This is an optimization exercise on Yosys and OpenROAD, whose aim is small area, a short achievable clock period and few clock cycles per item, not a production implementation.
At most, simulation tests tie the RTL to the original design; equivalence was not proved.
Function not checked in run 4: the RTL went through the layout flow alone.
Power and IR drop assume default switching activity.

==> flow/design.v (outline; a module is shown in full before it is edited, if it fits) <==
// module macc_fifo: 59 lines
// module macc_front: 60 lines
// module macc_back: 4493 lines
// module macc_fa: 3 lines
// module macc_ha: 3 lines
// module mac_accumulator_coprocessor_top: 85 lines
module mac_accumulator_coprocessor_top #(
    parameter int OUT_DEPTH = macc_pkg::OUT_DEPTH_DEF
) (
    input  logic                clk,
    input  logic                rst_n,
    input  logic                push,
    output logic                full,
    input  logic [145:0]        in_word,
    output logic                empty,
    input  logic                pop,
    output logic [40:0]         out_word
);
  // ...
==> flow/flow/run.sh <==
#!/bin/bash
# Standard layout (standard synthesis included), with timing repair asked to
# keep a setup margin, so that it works on the clock period the design
# achieves rather than stopping at the 10 ns constraint.
set -euo pipefail
bash standard.sh SETUP_SLACK_MARGIN=6.8 finish > make_finish.log 2>&1
==> flow/standard.sh <==
#!/bin/bash
# synth_recipe.tcl (not shown) runs the flow's synth.tcl, then flattens the netlist and writes it again
# the make line also repeats each setting of config.mk as NAME=value (left out here)
make -C /OpenROAD-flow-scripts/flow DESIGN_CONFIG=/design/flow/config.mk WORK_HOME=/design/flow/orfs CLKGATE_MAP_FILE= SYNTH_SCRIPT=/design/flow/synth_recipe.tcl "${@:-finish}"
==> flow/config.mk <==
export PLATFORM = sky130hd
export DESIGN_NAME = mac_accumulator_coprocessor_top
export DESIGN_NICKNAME = mac_accumulator_coprocessor_top
export VERILOG_FILES = /design/flow/design.v
export SDC_FILE = /design/flow/constraint.sdc
export NUM_CORES = 4
export LEC_CHECK = 0
export CAP_MARGIN = 20
export CORE_MARGIN = 2
export CORE_UTILIZATION = 40
export CTS_BUF_LIST = sky130_fd_sc_hd__clkbuf_8
export SLEW_MARGIN = 20
export SYNTH_HIERARCHICAL = 1
==> flow/constraint.sdc <==
create_clock -name core_clock -period 10.0 [get_ports {clk}]
set_input_delay 2.0000 -clock core_clock [delete_from_list [all_inputs] [get_ports {clk}]]
set_output_delay 2.0000 -clock core_clock [all_outputs]
set_load 0.01 [all_outputs]
==> flow_summary_export.csv, run 1 <==
group,metric,value,unit
status,outcome,"finished clean",
timing,relSlewSlack,0.2378,
synth,yosysWarningCount,10,
power_and_ir_drop,power_per_cell_area,233.7,nW/um^2
synth,post_synth_instance_area,42200,um^2
die,tapcell.inserted,1391,
clock_tree,path_clk_slew,0.06,ns
timing,number_of_setup_violations_in_the_final_report,0,
clock_tree,post-cts-setup-buffers,60,
synth,synth_top_family_by_area,"adder cells",
setup_path,timing.critical_path.required,8.00,ns
routing,dr.first_iter.drc_count,2996,
power_and_ir_drop,power.internal,6881,uW
power_and_ir_drop,proportion_of_power_drawn_by_combinational_gates,0.484,
setup_path,critical_path.reg2reg.endpoint,"u_back.s1_cut_reg[162]",
synth,synth_edf_count,164,
timing,fin_tns_setup,0,ns
clock_tree,clk_path_buf_depth,3,
routing,top_layer,"met5",
routing,route.detailed.wl_per_inst,25.64,um
finish,num-nonclk-inverters,155,
timing,fmaxAchievable,299.2,MHz
finish,largest_register_ff_count,264,
setup_path,crit-reg2reg-launch,"u_back.s0_b_reg[12]",
routing,dr_wl_met2,59990,um
routing,drt-total-wl,137100,um
power_and_ir_drop,pwr.group.clock,2480,uW
global_routing,global_route.usage.total,0.2519,
setup_path,timing.critical_path.max_delay_family,"flip-flops",
setup_path,cp-endpoint,"empty",
synth,ys.flop_type,"sky130_fd_sc_hd__dfxtp_1",
Testbench counts, summed over its fixed seeds: cycles 24,024, items 24,000.
==> run 2, diff against run 1 <==
--- a/flow/config.mk
+++ b/flow/config.mk
@@ -7,7 +7,6 @@
 export LEC_CHECK = 0
 export CAP_MARGIN = 20
 export CORE_MARGIN = 2
-export CORE_UTILIZATION = 40
-export CTS_BUF_LIST = sky130_fd_sc_hd__clkbuf_8
+export CORE_UTILIZATION = 55
 export SLEW_MARGIN = 20
 export SYNTH_HIERARCHICAL = 1
==> run 2 against run 1 <==
Sequential share of layout area up 0.37 points. Clock skew is 0.0054 ns lower. Wire length increased by 1.9%. Total power grew 0.97%. Register-to-register slack lost 0.04 ns. Die area fell by 27%. First-iteration DRC count grew 6.8%. Core utilization grew 18 points. Via count about the same. Non-clock buffer count fell by 26. Combinational power down 2%. Synthesized area unchanged. Critical path type is now register to register. Highest routed layer unchanged.
==> flow_summary_export.csv, run 2 <==
group,metric,value,unit
status,outcome,"finished clean",
setup_path,crit_slowest_cell,"sky130_fd_sc_hd__fa_1",
synth,yosysTopAreaCellShare,0.3867,
synth,ys.flop_type,"sky130_fd_sc_hd__dfxtp_1",
finish,layout.cells.most_common,"sky130_fd_sc_hd__nand2_1",
timing,finalHoldViolCount,0,
routing,detail_route.vias_per_cell,6.003,
clock_tree,cts_hold_buf,0,
timing,period_needed,3.230,ns
setup_path,critPathBufInv,4,
finish,most-common-layout-cells,"sky130_fd_sc_hd__nand2_1 (856), sky130_fd_sc_hd__fa_1 (762), sky130_fd_sc_hd__dfxtp_1 (318), sky130_fd_sc_hd__edfxtp_1 (164), sky130_fd_sc_hd__inv_1 (145)",
routing,drt-total-wl,139700,um
die,ios,193,
setup_path,critical_path.cell_chain,"buf_12, buf_4, nand2_1, fa_1, fa_1, fa_1, fa_1, inv_1, ha_1, inv_1",
synth,synth_edf_count,164,
setup_path,timing.critical_path.required,10.59,ns
synth,top_count_cell_post_synth,"sky130_fd_sc_hd__nand2_1",
power_and_ir_drop,power.leakage,0.01776,uW
synth,post_synth_instance_area,42200,um^2
setup_path,worstPathMaxFanout,7,
timing,fin_tns_setup,0,ns
global_routing,wire_length_of_the_first_global_routing_pass,203200,um
global_routing,antenna_found_initial,3,
timing,fmaxAchievable,309.6,MHz
power_and_ir_drop,design_power_total,11880,uW
global_routing,globalRouteOverflowTotal,0,
die,die_width,281.0,um
synth,synthDominantAreaCellType,"sky130_fd_sc_hd__fa_1",
power_and_ir_drop,power_per_cell_area,238.6,nW/um^2
synth,synthCells,3582,
finish,layout_stage_area_growth_over_the_synthesis_result,18.01,%
synth,yosysWarningCount,10,
synth,ys_async_sr_fraction,0.1481,
setup_path,timing.critical_path.depth,10,
clock_tree,clock_tree_from_tritoncts,"yes",
timing,rsz0062_at_grt,"yes",
finish,drive_gt1_frac,0.1520,
clock_tree,clk_path_buf_depth,3,
routing,vias,29340,
hold_path,worst_hold_path_type,"register to register",
setup_path,ff2ff_path_depth,10,
setup_path,setup.worst_path.class,"register to register",
setup_path,worstSetupStartpointType,"register",
clock_tree,tritoncts.num_buffers,71,
setup_path,cp.arrival,3.82,ns
finish,multi_input_area,26560,um^2
die,fp.dieH,281.0,um
hold_path,min_delay_path_depth,0,
die,initial_utilization,0.5556,
finish,largest_register_ff_count,264,
place,sum_of_net_half_perimeters_after_detailed_placement,89070,um
place,place_congestion,0.9073,
setup_path,critical_path.endpoint_type,"register",
timing,final.period_utilization,0.3230,
synth,main_area_contributors_after_synthesis,"sky130_fd_sc_hd__fa_1 (39%), sky130_fd_sc_hd__dfxtp_1 (18%), sky130_fd_sc_hd__edfxtp_1 (12%)",
setup_path,cp_slowest_stage_delay,0.52,ns
synth,ys_ff_latch,628,
clock_tree,path_clk_slew,0.06,ns
routing,dr.first_iter.drc_count,3201,
routing,drt.antenna.violating_nets,0,
power_and_ir_drop,vdd_ir_drop_max,212.6,uV
finish,fillerInstances,5725,
place,io_buffer_count,168,
die,fp.dieArea,78950,um^2
setup_path,critPathMostFrequentCell,"sky130_fd_sc_hd__fa_1",
timing,worstMarginPinSlew,0.9397,ns
routing,route.detailed.wl_per_inst,28.58,um
finish,area.sequential,14850,um^2
timing,fin_skew,0.03204,ns
synth,synth_sequential_area_ratio,0.3479,
job,maxCapViolations,0,
timing,timing_max_transition_violations_final,0,
finish,finalNetCount,4843,
synth,synthesis.area_per_instance,11.78,um^2
clock_tree,insertion_delay,0.64,ns
global_routing,global_route.usage.total,0.3592,
routing,route.detailed.drc,0,
place,dpl_cell_area,44760,um^2
clock_tree,cts-root-buf,"sky130_fd_sc_hd__clkbuf_16",
routing,firstDrtPassIters,6,
global_routing,grt_start_max_net_pins,94,
timing,number_of_setup_violations_in_the_final_report,0,
clock_tree,numClockSinks,628,
die,core,75950,um^2
setup_path,timing.critical_path.max_delay_family,"adder cells",
die,standard_cell_row_count,101,
timing,relSlewSlack,0.3647,
clock_tree,htreeDepth,3,
synth,netlist-cell-type-count,76,
global_routing,number_of_global_route_vias_before_repair,32240,
finish,fin_area,49800,um^2
synth,synth.top_cells.by_count,"sky130_fd_sc_hd__nand2_1 (857), sky130_fd_sc_hd__fa_1 (815), sky130_fd_sc_hd__dfxtp_1 (371)",
run 2: cell counts after synthesis:
No cell type changed its count.
run 2: routing by layer:
metal	share of wire	wire length, um	track usage	vias to the layer above
met5	0.00073	102	0	-
met4	0.064	8909	0.2168	6
met3	0.12	16570	0.1195	591
met2	0.46	64470	0.5601	2098
met1	0.36	49650	0.4351	14790
li1	-	-	-	11860
run 2: worst reg2reg max path, stage by stage, from the launching register on:
cell                      delay, ns
sky130_fd_sc_hd__dfxtp_4       0.46
sky130_fd_sc_hd__buf_12        0.19
sky130_fd_sc_hd__buf_4         0.15
sky130_fd_sc_hd__nand2_1       0.08
sky130_fd_sc_hd__fa_1          0.46
sky130_fd_sc_hd__fa_1          0.48
sky130_fd_sc_hd__fa_1          0.52
sky130_fd_sc_hd__fa_1          0.48
sky130_fd_sc_hd__inv_1         0.10
sky130_fd_sc_hd__ha_1          0.23
sky130_fd_sc_hd__inv_1         0.05
run 2: cell families (layout without fill, tap and decap cells):
group,count (synthesis),in the layout,share of synthesized area
AOI/OAI and AO/OA,391,391,0.05996
xor gates and xnor gates,27,27,0.005604
adders and majority gates,895,895,0.4104
buffers and inverters,374,646,0.03638
DFF,628,628,0.3479
muxes,49,49,0.01171
other,1,5,0.00008887
and+or+nand+nor,1217,1217,0.1280
run 2: per-stage QoR:
step / utilization / setup slack (ns) / hold slack [ns] / instances
finish: 0.6556 / 6.770 / 0.3828 / 4888
global route: 0.6556 / 6.698 / 0.3902 / 4886
CTS: 0.6395 / 6.762 / 0.3860 / 4821
detailed placement: 0.5893 / 5.829 / 0.3759 / 4625
global placement: 0.5893 / 5.856 / 0.3677 / 4625
floorplan: - / 6.562 / 0.3537 / 3583
run 2: area by class of cell:
| cell class | count | share of cell area |
|---|---|---|
| timing repair inverter | 1 | 0.0001759 |
| clock inverter | 35 | 0.009121 |
| timing repair buffer | 360 | 0.08201 |
| inverter | 155 | 0.01201 |
| sequential | 628 | 0.2983 |
| clock buffer | 95 | 0.03910 |
| multi-input combinational | 2581 | 0.5333 |
| antenna | 3 | 0.0001508 |
| tap | 1030 | 0.02588 |
run 2: timing repair:
item / CTS / global route
endpoints found under the setup margin: 254 / 110
gates cloned: 18 / 7
buffers inserted: 48 / 57
gates resized for setup: 399 / 127
pin swaps: 11 / 46
run 2: modules after synthesis (local to each module, per instance), excerpt:
| module | copies in the design | flip-flops and latches |
|---|---|---|
| macc_back | 1 | 452 |
| macc_front | 1 | 0 |
| mac_accumulator_coprocessor_top | 1 | 4 |
| macc_fa | 813 | 0 |
| macc_ha | 1 | 0 |
run 2: final timing paths:
path / startpoint / end / slack [ns]
worst min register to register: u_back.s0_valid_reg / u_back.s1_valid_reg / 0.38
max in group asynchronous: rst_n / u_back.acc_s_reg[36] / 7.52
min in group asynchronous: rst_n / u_out_q.count_reg[1] / 1.27
worst min-delay path: u_back.s0_valid_reg / u_back.s1_valid_reg / 0.38
worst max-delay path: u_back.s0_b_reg[9] / u_back.s1_cut_reg[158] / 6.77
worst max register to register: u_back.s0_b_reg[9] / u_back.s1_cut_reg[158] / 6.77
run 2: power by group:
part / total (uW) / switching (uW) / internal, uW / leakage (uW)
combinational: 5600 / 3340 / 2260 / 0.0107
clock: 2680 / 1130 / 1550 / 0.00117
sequential: 3600 / 358 / 3240 / 0.00592
total: 11900 / 4820 / 7060 / 0.0178
==> run 3, diff against run 2 <==
--- a/flow/config.mk
+++ b/flow/config.mk
@@ -7,6 +7,6 @@
 export LEC_CHECK = 0
 export CAP_MARGIN = 20
 export CORE_MARGIN = 2
-export CORE_UTILIZATION = 55
+export CORE_UTILIZATION = 40
 export SLEW_MARGIN = 20
 export SYNTH_HIERARCHICAL = 1
==> run 3 against run 2 <==
Still clean. Setup slack got worse by 0.0017 ns. Register-to-register slack barely moved. Hold slack improved by 0.032 ns. Synthesized area is the same. Die area grew 37%. Global-route usage shrank 11 points. Clock skew fell by 0.0023 ns. Via count fell by 1.2%. Combinational power up 2%. Maximum frequency is essentially flat. Sequential share of layout area shrank 0.45 points. Clock-buffer cell count rose by 7. Critical path type unchanged. Largest cell class unchanged.
==> flow_summary_export.csv, run 3 <==
group,metric,value,unit
routing,route.detailed.drc,0,
finish,largest_register_ff_count,264,
clock_tree,insertion_delay,0.65,ns
place,dpl_cell_area,45220,um^2
global_routing,grt_start_max_net_pins,94,
place,placement.setup.worst_slack,5.831,ns
timing,number_of_setup_violations_in_the_final_report,0,
place,placed_cells_incl_taps,4988,
routing,routed_wl_met3,16430,um
setup_path,worstSetupStartpointType,"register",
timing,timing_max_transition_violations_final,0,
power_and_ir_drop,vdd_ir_drop_max,310.9,uV
setup_path,critical_path.cell_chain,"buf_6, nand2_1, fa_1, fa_1, fa_1, fa_1, fa_1",
synth,ys_async_sr_fraction,0.1481,
clock_tree,tritoncts.num_buffers,73,
synth,netlist-cell-type-count,76,
synth,synthesis.area_per_instance,11.78,um^2
die,fp.dieArea,108100,um^2
setup_path,critPathMostFrequentCell,"sky130_fd_sc_hd__fa_1",
timing,relSlewSlack,0.2594,
place,place_congestion,0.8695,
power_and_ir_drop,power.leakage,0.01791,uW
routing,firstDrtPassIters,8,
setup_path,timing.critical_path.max_delay_family,"adder cells",
clock_tree,htreeDepth,3,
synth,yosysWarningCount,10,
timing,fmaxAchievable,309.4,MHz
place,sum_of_net_half_perimeters_after_detailed_placement,85590,um
synth,synthDominantAreaCellType,"sky130_fd_sc_hd__fa_1",
setup_path,critPathBufInv,1,
setup_path,critical_path.endpoint_type,"register",
finish,layout.cells.most_common,"sky130_fd_sc_hd__nand2_1",
synth,synth_sequential_area_ratio,0.3479,
die,fp.dieH,328.8,um
routing,vias,28990,
finish,finalNetCount,4876,
routing,drt-total-wl,136800,um
clock_tree,cts-root-buf,"sky130_fd_sc_hd__clkbuf_16",
finish,drive_gt1_frac,0.1594,
timing,period_needed,3.232,ns
finish,layoutNonFillerInstCount,5281,
finish,layout_stage_area_growth_over_the_synthesis_result,19.60,%
setup_path,setup.worst_path.class,"register to register",
setup_path,register_to_register_setup_slack,6.77,ns
setup_path,worstPathMaxFanout,23,
job,maxCapViolations,0,
synth,ys.flop_type,"sky130_fd_sc_hd__dfxtp_1",
die,die_width,328.8,um
clock_tree,numClockSinks,628,
synth,synthCells,3582,
synth,synth_edf_count,164,
timing,fin_ws,6.768,ns
timing,fin_tns_setup,0,ns
routing,dr.first_iter.drc_count,2904,
finish,most-common-layout-cells,"sky130_fd_sc_hd__nand2_1 (856), sky130_fd_sc_hd__fa_1 (748), sky130_fd_sc_hd__dfxtp_1 (327), sky130_fd_sc_hd__edfxtp_1 (164), sky130_fd_sc_hd__inv_1 (145)",
hold_path,worst_hold_path_type,"register to register",
clock_tree,clk_path_buf_depth,3,
routing,drt.antenna.violating_nets,0,
die,ios,193,
routing,met1Wirelength,52090,um
routing,route.detailed.wl_per_inst,25.91,um
routing,detail_route.vias_per_cell,5.490,
timing,fin_skew,0.02970,ns
die,initial_utilization,0.4020,
clock_tree,clock_tree_from_tritoncts,"yes",
global_routing,number_of_global_route_vias_before_repair,30880,
routing,top_layer,"met5",
synth,top_count_cell_post_synth,"sky130_fd_sc_hd__nand2_1",
timing,worstMarginPinSlew,1.109,ns
power_and_ir_drop,power_per_cell_area,237.7,nW/um^2
global_routing,wire_length_of_the_first_global_routing_pass,199300,um
clock_tree,path_clk_slew,0.07,ns
setup_path,crit_slowest_cell,"sky130_fd_sc_hd__fa_1",
setup_path,timing.critical_path.required,10.51,ns
place,io_buffer_count,168,
global_routing,global_route.usage.total,0.2521,
synth,main_area_contributors_after_synthesis,"sky130_fd_sc_hd__fa_1 (39%), sky130_fd_sc_hd__dfxtp_1 (18%), sky130_fd_sc_hd__edfxtp_1 (12%)",
clock_tree,cts_hold_buf,0,
finish,fin_area,50470,um^2
die,standard_cell_row_count,119,
die,core,105000,um^2
synth,ys_ff_latch,628,
timing,finalHoldViolCount,0,
synth,yosysTopAreaCellShare,0.3867,
global_routing,globalRouteOverflowTotal,0,
timing,final.period_utilization,0.3232,
routing,dr_wl_met2,60630,um
global_routing,antenna_found_initial,2,
synth,synth.top_cells.by_count,"sky130_fd_sc_hd__nand2_1 (857), sky130_fd_sc_hd__fa_1 (815), sky130_fd_sc_hd__dfxtp_1 (371)",
synth,post_synth_instance_area,42200,um^2
setup_path,cp_slowest_stage_delay,0.51,ns
status,outcome,"finished clean",
timing,rsz0062_at_grt,"yes",
setup_path,cp.arrival,3.75,ns
-- run 3: cell counts after synthesis --
Identical to the previous run, type by type.
-- run 3: timing repair --
action,CTS,global route
cloned,17,7
pin swaps,4,34
buffers inserted,67,68
gates resized for setup,396,123
setup endpoints to repair,217,117
-- run 3: final timing paths --
check,from,to,cells after the start
hold reg to reg,u_back.s0_valid_reg,u_back.s1_valid_reg,0
max in group asynchronous,rst_n,u_back.acc_c_reg[34],2
hold / removal,u_back.s0_valid_reg,u_back.s1_valid_reg,0
setup reg to reg,u_back.s0_b_reg[18],u_back.s1_cut_reg[187],7
setup / recovery,u_back.s0_b_reg[18],u_back.s1_cut_reg[187],7
min in group asynchronous,rst_n,u_back.acc_c_reg[4],1
-- run 3: layer usage --
metal  track usage  vias to the layer above
met5             0                        -
met4        0.1199                        2
met3       0.08328                      477
met2        0.3819                     1973
met1        0.3265                    14640
li1              -                    11900
-- run 3: layout make-up --
class	count	area, um^2
diodes	1	2.502
clock buffers	102	2078
clock inverters	31	340.3
fillers	9396	54500
inverters	155	598.1
multi-input cells	2581	26520
flip-flops and latches	628	14820
well taps	1391	1740
repair buffers	390	4342
repair inverters	2	17.52
-- run 3: where the power goes --
part	switching, uW	internal [uW]	total (uW)
registers	352	3240	3590
logic	3400	2310	5710
clock network	1130	1570	2700
-- run 3: worst reg2reg max path: stages, from the launching register on --
cell and delay [ns]:
sky130_fd_sc_hd__dfxtp_1 0.32, sky130_fd_sc_hd__buf_6 0.28, sky130_fd_sc_hd__nand2_1 0.16, sky130_fd_sc_hd__fa_1 0.51, sky130_fd_sc_hd__fa_1 0.46, sky130_fd_sc_hd__fa_1 0.45
sky130_fd_sc_hd__fa_1 0.43, sky130_fd_sc_hd__fa_1 0.48
-- run 3: kinds of logic after synthesis --
kind of cell             synth area share
flip-flops                         0.3479
multiplexers                      0.01171
other                          0.00008887
XOR/XNOR                         0.005604
AND/OR/NAND/NOR                    0.1280
adder cells (fa/ha/maj)            0.4104
buffers and inverters             0.03638
AO/OA/AOI/OAI                     0.05996
-- run 3: metrics by stage --
step	hold slack (ns)	util	total power, uW
after floorplan	0.3537	-	6265
after global placement	0.4128	0.4308	8738
after detailed placement	0.4206	0.4308	8829
after CTS	0.4377	0.4695	11780
after global routing	0.4443	0.4807	12530
final	0.4150	0.4808	12000
-- run 3: per-module statistics from Yosys (local to each module, per instance), a selection --
module,area (um^2),cells inside,times used,flops+latches
mac_accumulator_coprocessor_top,214.0,19,1,4
macc_back,17560,2126,1,452
macc_fa,20.02,1,813,0
macc_ha,12.51,1,1,0
macc_front,1418,242,1,0
==> module macc_fifo, before the edit <==
module macc_fifo #(
    parameter int WIDTH = 41,
    parameter int DEPTH = 4
) (
    input  logic             clk,
    input  logic             rst_n,
    input  logic             push,
    input  logic [WIDTH-1:0] wr_data,
    output logic             empty,
    input  logic             pop,
    output logic [WIDTH-1:0] rd_data
);
    localparam int BD    = DEPTH - 1;
    localparam int PTR_W = (BD > 1) ? $clog2(BD) : 1;
    localparam int CNT_W = $clog2(BD + 1);
    logic [WIDTH-1:0] head_reg;
    logic             head_valid_reg;
    logic [WIDTH-1:0] mem_reg [BD];
    logic [CNT_W-1:0] count_reg;
    logic             waiting_reg;           
    logic [PTR_W-1:0] wr_ptr_reg, rd_ptr_reg;
    logic             head_take, buf_push, buf_pop;
    logic [CNT_W-1:0] count_next;
    assign empty   = !head_valid_reg;
    assign rd_data = head_reg;
    assign head_take  = !head_valid_reg || pop;
    assign buf_pop    = head_take && waiting_reg;
    assign buf_push   = push && !(head_take && !waiting_reg);
    assign count_next = count_reg + CNT_W'(buf_push) - CNT_W'(buf_pop);
    always_ff @(posedge clk or negedge rst_n)
    begin
        if (!rst_n)
        begin
            head_valid_reg <= 1'b0;
            count_reg      <= '0;
            waiting_reg    <= 1'b0;
            wr_ptr_reg     <= '0;
            rd_ptr_reg     <= '0;
        end
        else
        begin
            if (head_take)
                head_valid_reg <= waiting_reg || push;
            count_reg   <= count_next;
            waiting_reg <= (count_next != '0);
            if (buf_push)
                wr_ptr_reg <= (wr_ptr_reg == PTR_W'(BD - 1)) ? '0 : wr_ptr_reg + 1'b1;
            if (buf_pop)
                rd_ptr_reg <= (rd_ptr_reg == PTR_W'(BD - 1)) ? '0 : rd_ptr_reg + 1'b1;
        end
    end
    always_ff @(posedge clk)
    begin
        if (head_take)
            head_reg <= waiting_reg ? mem_reg[rd_ptr_reg] : wr_data;
        if (push)
            mem_reg[wr_ptr_reg] <= wr_data;
    end
endmodule
==> module mac_accumulator_coprocessor_top, before the edit <==
module mac_accumulator_coprocessor_top #(
    parameter int OUT_DEPTH = macc_pkg::OUT_DEPTH_DEF
) (
    input  logic                clk,
    input  logic                rst_n,
    input  logic                push,
    output logic                full,
    input  logic [145:0]        in_word,
    output logic                empty,
    input  logic                pop,
    output logic [40:0]         out_word
);
    localparam int CNT_W = $clog2(OUT_DEPTH + 1);
    logic [1:0]  f_kind;
    logic        f_full, f_wa31, f_g1, f_g2;
    logic [31:0] f_a, f_b;
    logic [15:0] f_alg;
    logic [7:0]  f_ahg, f_whg;
    logic             take;
    logic             res_push;
    logic [40:0]      res;
    logic [CNT_W-1:0] out_cnt_reg, out_cnt_next;
    logic             full_reg;
    logic             popped;
    macc_front u_front (
        .in_word (in_word),
        .kind    (f_kind),
        .full    (f_full),
        .a       (f_a),
        .b       (f_b),
        .alg     (f_alg),
        .ahg     (f_ahg),
        .whg     (f_whg),
        .wa31    (f_wa31),
        .g1      (f_g1),
        .g2      (f_g2)
    );
    assign take = push && !full_reg;
    assign full = full_reg;
    macc_back u_back (
        .clk      (clk),
        .rst_n    (rst_n),
        .in_valid (take),
        .in_kind  (f_kind),
        .in_full  (f_full),
        .in_a     (f_a),
        .in_b     (f_b),
        .in_alg   (f_alg),
        .in_ahg   (f_ahg),
        .in_whg   (f_whg),
        .in_wa31  (f_wa31),
        .in_g1    (f_g1),
        .in_g2    (f_g2),
        .res_push (res_push),
        .res      (res)
    );
    macc_fifo #(
        .WIDTH  (41),
        .DEPTH  (OUT_DEPTH)
    ) u_out_q (
        .clk     (clk),
        .rst_n   (rst_n),
        .push    (res_push),
        .wr_data (res),
        .empty   (empty),
        .pop     (pop),
        .rd_data (out_word)
    );
    assign popped       = pop && !empty;
    assign out_cnt_next = out_cnt_reg + CNT_W'(take) - CNT_W'(popped);
    always_ff @(posedge clk or negedge rst_n)
    begin
        if (!rst_n)
        begin
            out_cnt_reg <= '0;
            full_reg    <= 1'b0;
        end
        else
        begin
            out_cnt_reg <= out_cnt_next;
            full_reg    <= !popped && ((out_cnt_reg == CNT_W'(OUT_DEPTH))
                                       || ((out_cnt_reg == CNT_W'(OUT_DEPTH - 1)) && take));
        end
    end
endmodule
==> run 4, diff against run 3 <==
--- a/flow/design.v
+++ b/flow/design.v
@@ -26,37 +26,41 @@
 );
     localparam int BD    = DEPTH - 1;
     localparam int PTR_W = (BD > 1) ? $clog2(BD) : 1;
-    localparam int CNT_W = $clog2(BD + 1);
     logic [WIDTH-1:0] head_reg;
-    logic             head_valid_reg;
+    logic             head_valid_reg, empty_reg;
     logic [WIDTH-1:0] mem_reg [BD];
-    logic [CNT_W-1:0] count_reg;
-    logic             waiting_reg;           
+    logic [BD:1]      level_reg;             
     logic [PTR_W-1:0] wr_ptr_reg, rd_ptr_reg;
-    logic             head_take, buf_push, buf_pop;
-    logic [CNT_W-1:0] count_next;
-    assign empty   = !head_valid_reg;
-    assign rd_data = head_reg;
-    assign head_take  = !head_valid_reg || pop;
-    assign buf_pop    = head_take && waiting_reg;
-    assign buf_push   = push && !(head_take && !waiting_reg);
-    assign count_next = count_reg + CNT_W'(buf_push) - CNT_W'(buf_pop);
+    logic             waiting, head_take, buf_push, buf_pop;
+    logic [BD:1]      level_up, level_down, level_pop, level_hold;
+    logic             head_valid_pop, head_valid_hold;
+    assign empty    = empty_reg;
+    assign rd_data  = head_reg;
+    assign waiting  = level_reg[1];
+    assign head_take = !head_valid_reg || pop;
+    assign buf_pop   = head_take && waiting;
+    assign buf_push  = push && (waiting || !head_take);
+    assign level_up   = {level_reg[BD-1:1], 1'b1};
+    assign level_down = {1'b0, level_reg[BD:2]};
+    assign level_pop  = (waiting && !push) ? level_down : level_reg;
+    assign level_hold = (head_valid_reg && push) ? level_up : level_reg;
+    assign head_valid_pop  = waiting || push;
+    assign head_valid_hold = head_valid_reg || push;
     always_ff @(posedge clk or negedge rst_n)
     begin
         if (!rst_n)
         begin
             head_valid_reg <= 1'b0;
-            count_reg      <= '0;
-            waiting_reg    <= 1'b0;
+            empty_reg      <= 1'b1;
+            level_reg      <= '0;
             wr_ptr_reg     <= '0;
             rd_ptr_reg     <= '0;
         end
         else
         begin
-            if (head_take)
-                head_valid_reg <= waiting_reg || push;
-            count_reg   <= count_next;
-            waiting_reg <= (count_next != '0);
+            head_valid_reg <= pop ? head_valid_pop : head_valid_hold;
+            empty_reg      <= !(pop ? head_valid_pop : head_valid_hold);
+            level_reg      <= pop ? level_pop : level_hold;
             if (buf_push)
                 wr_ptr_reg <= (wr_ptr_reg == PTR_W'(BD - 1)) ? '0 : wr_ptr_reg + 1'b1;
             if (buf_pop)
@@ -66,7 +70,7 @@
     always_ff @(posedge clk)
     begin
         if (head_take)
-            head_reg <= waiting_reg ? mem_reg[rd_ptr_reg] : wr_data;
+            head_reg <= waiting ? mem_reg[rd_ptr_reg] : wr_data;
         if (push)
             mem_reg[wr_ptr_reg] <= wr_data;
     end
@@ -4642,7 +4646,6 @@
     input  logic                pop,
     output logic [40:0]         out_word
 );
-    localparam int CNT_W = $clog2(OUT_DEPTH + 1);
     logic [1:0]  f_kind;
     logic        f_full, f_wa31, f_g1, f_g2;
     logic [31:0] f_a, f_b;
@@ -4651,9 +4654,8 @@
     logic             take;
     logic             res_push;
     logic [40:0]      res;
-    logic [CNT_W-1:0] out_cnt_reg, out_cnt_next;
-    logic             full_reg;
-    logic             popped;
+    logic [OUT_DEPTH:1] out_lvl_reg, out_up, out_down, out_taken, out_kept;
+    logic               popped;
     macc_front u_front (
         .in_word (in_word),
         .kind    (f_kind),
@@ -4667,8 +4669,8 @@
         .g1      (f_g1),
         .g2      (f_g2)
     );
-    assign take = push && !full_reg;
-    assign full = full_reg;
+    assign take = push && !out_lvl_reg[OUT_DEPTH];
+    assign full = out_lvl_reg[OUT_DEPTH];
     macc_back u_back (
         .clk      (clk),
         .rst_n    (rst_n),
@@ -4698,20 +4700,16 @@
         .pop     (pop),
         .rd_data (out_word)
     );
-    assign popped       = pop && !empty;
-    assign out_cnt_next = out_cnt_reg + CNT_W'(take) - CNT_W'(popped);
+    assign popped    = pop && !empty;
+    assign out_up    = {out_lvl_reg[OUT_DEPTH-1:1], 1'b1};
+    assign out_down  = {1'b0, out_lvl_reg[OUT_DEPTH:2]};
+    assign out_taken = take ? out_up : out_lvl_reg;
+    assign out_kept  = take ? out_lvl_reg : out_down;
     always_ff @(posedge clk or negedge rst_n)
     begin
         if (!rst_n)
-        begin
-            out_cnt_reg <= '0;
-            full_reg    <= 1'b0;
-        end
+            out_lvl_reg <= '0;
         else
-        begin
-            out_cnt_reg <= out_cnt_next;
-            full_reg    <= !popped && ((out_cnt_reg == CNT_W'(OUT_DEPTH))
-                                       || ((out_cnt_reg == CNT_W'(OUT_DEPTH - 1)) && take));
-        end
+            out_lvl_reg <= popped ? out_kept : out_taken;
     end
 endmodule
--- a/flow/config.mk
+++ b/flow/config.mk
@@ -7,6 +7,6 @@
 export LEC_CHECK = 0
 export CAP_MARGIN = 20
 export CORE_MARGIN = 2
-export CORE_UTILIZATION = 40
+export CORE_UTILIZATION = 60
 export SLEW_MARGIN = 20
 export SYNTH_HIERARCHICAL = 1
==> run 4 against run 3 <==
Core utilization increased by 23 points. Clock power is 4% lower. Cell area fell by 1.8%. Sequential cell count up 1. Non-clock buffer count is 15 lower. Hold slack gained 0.055 ns. Synthesized area rose by 0.57%. Maximum frequency shrank 0.91%.
==> flow_summary_export.csv, run 4 <==
group,metric,value,unit
status,outcome,"finished clean",
power_and_ir_drop,vdd_ir_drop_max,296.0,uV
die,fp.dieArea,72870,um^2
global_routing,wire_length_of_the_first_global_routing_pass,202000,um
setup_path,cp_slowest_stage_delay,0.54,ns
clock_tree,cts_hold_buf,0,
clock_tree,clock_tree_from_tritoncts,"yes",
synth,synth_area_in_compound_gates,0.07130,
timing,fin_skew,0.02917,ns
synth,ys_ff_latch,629,
global_routing,grt_busiest_layer,"met2",
synth,synth_sequential_area_ratio,0.3465,
global_routing,antenna_found_initial,6,
die,standard_cell_row_count,97,
setup_path,critical_path.endpoint_type,"output pin",
power_and_ir_drop,power_per_cell_area,238.9,nW/um^2
timing,fin_ws,6.738,ns
place,place_congestion,0.9304,
setup_path,critPathBufInv,1,
synth,netlist-cell-type-count,79,
finish,layoutNonFillerInstCount,4856,
timing,final.period_utilization,0.3262,
synth,synth-xor-area-share,0.004747,
power_and_ir_drop,power.leakage,0.01767,uW
finish,layout.cells.most_common,"sky130_fd_sc_hd__nand2_1",
setup_path,timing.critical_path.required,8.00,ns
timing,period_needed,3.262,ns
setup_path,setup.worst_path.class,"register to output pin",
clock_tree,clk_path_buf_depth,3,
clock_tree,insertion_delay,0.63,ns
clock_tree,numClockSinks,629,
global_routing,gr-usage-met1,0.4590,
synth,muxShareOfSynthArea,0.002418,
finish,layout_stage_area_growth_over_the_synthesis_result,16.81,%
synth,synthDominantAreaCellType,"sky130_fd_sc_hd__fa_1",
clock_tree,tritoncts.num_buffers,70,
synth,synthSimpleGateAreaFrac,0.1283,
synth,ys.flop_type,"sky130_fd_sc_hd__dfxtp_1",
timing,number_of_setup_violations_in_the_final_report,0,
clock_tree,path_clk_slew,0.06,ns
synth,post_synth_instance_area,42430,um^2
synth,synthCells,3640,
clock_tree,cts-root-buf,"sky130_fd_sc_hd__clkbuf_16",
timing,relSlewSlack,0.2638,
synth,main_area_contributors_after_synthesis,"sky130_fd_sc_hd__fa_1 (38%), sky130_fd_sc_hd__dfxtp_1 (18%), sky130_fd_sc_hd__edfxtp_1 (12%)",
global_routing,global_route.usage.total,0.3794,
routing,route.detailed.wl_per_inst,28.30,um
synth,synth.top_cells.by_count,"sky130_fd_sc_hd__nand2_1 (857), sky130_fd_sc_hd__fa_1 (814), sky130_fd_sc_hd__dfxtp_1 (371)",
clock_tree,htreeDepth,3,
routing,route.detailed.drc,0,
global_routing,grt_start_max_net_pins,94,
finish,most-common-layout-cells,"sky130_fd_sc_hd__nand2_1 (857), sky130_fd_sc_hd__fa_1 (760), sky130_fd_sc_hd__dfxtp_1 (301), sky130_fd_sc_hd__inv_1 (185), sky130_fd_sc_hd__edfxtp_1 (164)",
finish,layout.core_utilization,0.7078,
hold_path,worst_hold_path_type,"register to register",
timing,fmaxAchievable,306.6,MHz
timing,rsz0062_at_grt,"yes",
routing,dr.first_iter.drc_count,3379,
synth,synth_top_family_by_area,"adder cells",
timing,worstMarginPinSlew,1.103,ns
place,io_buffer_count,168,
global_routing,groute.layer.met3.usage,0.1228,
setup_path,critPathLaunch,"u_out_q.empty_reg",
place,placed_cells_incl_taps,4569,
synth,top_count_cell_post_synth,"sky130_fd_sc_hd__nand2_1",
synth,yosysTopAreaCellShare,0.3840,
timing,timing_max_transition_violations_final,0,
timing,finalHoldViolCount,0,
setup_path,cp.arrival,1.26,ns
finish,drive_gt1_frac,0.1530,
die,core,70030,um^2
synth,synthesis.area_per_instance,11.66,um^2
finish,fillerInstances,4984,
place,sum_of_net_half_perimeters_after_detailed_placement,89280,um
global_routing,grt_util_met2,0.5982,
die,die_width,269.9,um
global_routing,number_of_global_route_vias_before_repair,32710,
synth,synth_edf_count,164,
die,fp.dieH,269.9,um
setup_path,worstSetupStartpointType,"register",
routing,detail_route.vias_per_cell,6.230,
synth,ys_async_sr_fraction,0.1494,
routing,firstDrtPassIters,6,
setup_path,timing.critical_path.max_delay_family,"flip-flops",
hold_path,worstHoldStart,"u_back.s0_valid_reg",
routing,drt-total-wl,137400,um
die,ios,193,
setup_path,crit-reg2reg-launch,"u_back.s0_b_reg[3]",
finish,largest_register_ff_count,264,
routing,vias,30260,
setup_path,crit_slowest_cell,"sky130_fd_sc_hd__dfstp_2",
synth,synth-adder-area-share,0.4064,
global_routing,globalRouteOverflowTotal,0,
job,maxCapViolations,0,
place,placement.setup.worst_slack,5.792,ns
synth,yosysWarningCount,10,
die,initial_utilization,0.6060,
timing,fin_tns_setup,0,ns
setup_path,worstPathMaxFanout,2,
setup_path,critical_path.cell_chain,"buf_6",
finish,finalNetCount,4898,
routing,drt.antenna.violating_nets,0,
## run 4: changes by cell type in the layout (fill, tap and decap cells not counted), moves of 11 or more
cell,delta
sky130_fd_sc_hd__a211oi_2,+39
sky130_fd_sc_hd__a21oi_2,-39
sky130_fd_sc_hd__and2b_1,+14
sky130_fd_sc_hd__buf_12,-11
sky130_fd_sc_hd__dfxtp_1,-26
sky130_fd_sc_hd__dfxtp_2,+11
sky130_fd_sc_hd__dfxtp_4,+15
sky130_fd_sc_hd__fa_1,+12
sky130_fd_sc_hd__fa_2,-13
sky130_fd_sc_hd__inv_1,+40
sky130_fd_sc_hd__mux2i_1,-37
sky130_fd_sc_hd__o21ai_0,+42
sky130_fd_sc_hd__o21ai_1,-43
sky130_fd_sc_hd__o22ai_1,+42
## run 4: per-module statistics from Yosys, one instance, submodules excluded, a selection
| module | flip-flops and latches | copies in the design |
|---|---|---|
| macc_back | 452 | 1 |
| macc_fa | 0 | 813 |
| macc_front | 0 | 1 |
| mac_accumulator_coprocessor_top | 4 | 1 |
| macc_ha | 0 | 1 |
## run 4: worst paths after layout
kind	slack, ns	cells after the start	endpoint
worst max-delay path	6.74	1	empty
max in group asynchronous	7.51	2	u_back.acc_c_reg[27]
worst max register to register	6.75	10	u_back.s1_cut_reg[170]
worst min-delay path	0.47	0	u_back.s1_valid_reg
worst min register to register	0.47	0	u_back.s1_valid_reg
min in group asynchronous	1.31	1	out_lvl_reg[4]
## run 4: final cells by class
| class | instances | area, um^2 | area share |
|---|---|---|---|
| antenna | 2 | 5.005 | 0.0001010 |
| clock buffer | 97 | 2051 | 0.04137 |
| clock inverter | 31 | 270.3 | 0.005452 |
| inverter | 192 | 723.2 | 0.01459 |
| multi-input combinational | 2590 | 26450 | 0.5336 |
| sequential | 629 | 14920 | 0.3011 |
| tap | 940 | 1176 | 0.02373 |
| timing repair buffer | 375 | 3966 | 0.08002 |
## run 4: per-stage QoR
step	instance area, um^2	power, uW	hold slack [ns]
floorplan	42470	6334	0.3537
global placement	44710	8665	0.4665
detailed placement	44730	8823	0.4761
CTS	48620	11570	0.4921
global route	49560	12270	0.4873
finish	49570	11840	0.4695
## run 4: logic make-up after synthesis
family | count (synthesis)
AO/OA/AOI/OAI | 447
flip-flops | 629
other | 1
multiplexers | 10
buffers and inverters | 422
adder cells (fa/ha/maj) | 890
AND/OR/NAND/NOR | 1218
XOR/XNOR | 23
## run 4: layer usage
metal  vias to the layer above  routed length, um  share of wire
met4                         8              10130          0.074
met1                     15090              48000           0.35
li1                      12070                  -              -
met5                         -                198         0.0014
met2                      2343              62500           0.45
met3                       745              16600           0.12
## run 4: power by group
part | internal [uW] | switching, uW | leakage, uW
logic | 2270 | 3340 | 0.0106
registers | 3250 | 395 | 0.00595
clock network | 1480 | 1110 | 0.00114
## run 4: timing repair
action,CTS,global route
setup buffers,76,63
cloned,16,2
endpoints found under the hold margin,0,0
resized for setup,391,103
setup endpoints to repair,277,112
pin swaps,3,27

==> separate check: timing with driven ports <==
No port has a modelled driver above. Below, the same layouts with a new extraction and two added sets of constraints.
Step 1: set_driving_cell puts a clkbuf_16 on clk and a buf_2 on each other input, an assumption about the parent block.
Step 2 adds t to the input delays and takes it off the output delays; t is the mean of the earliest and latest rising clock arrival at the registers after step 1. Input paths then give back, and output paths get back, about the clock's delay inside the block.
Three values: no drivers, after step 1, after step 2; two values: the first two.
run | t (ns) | slack for setup (ns) | hold WS [ns] | worst setup path at the end | worst data-port slew with drivers (ns)
run 1 | 0.829 | 6.658 / 6.592 / 6.145 | 0.429 / 0.429 / 0.429 | input to register | 0.06
run 2 | 0.698 | 6.770 / 6.748 / 6.173 | 0.383 / 0.383 / 0.383 | input to register | 0.08
run 3 | 0.702 | 6.768 / 6.737 / 6.192 | 0.415 / 0.415 / 0.415 | input to register | 0.06
run 4 | 0.686 | 6.738 / 6.665 / 6.212 | 0.470 / 0.470 / 0.470 | input to register | 0.07
After both steps every run listed still meets setup and hold. The setup slack of run 2, which loses most, moves by -0.022 ns with the drivers and by -0.597 ns with both steps.
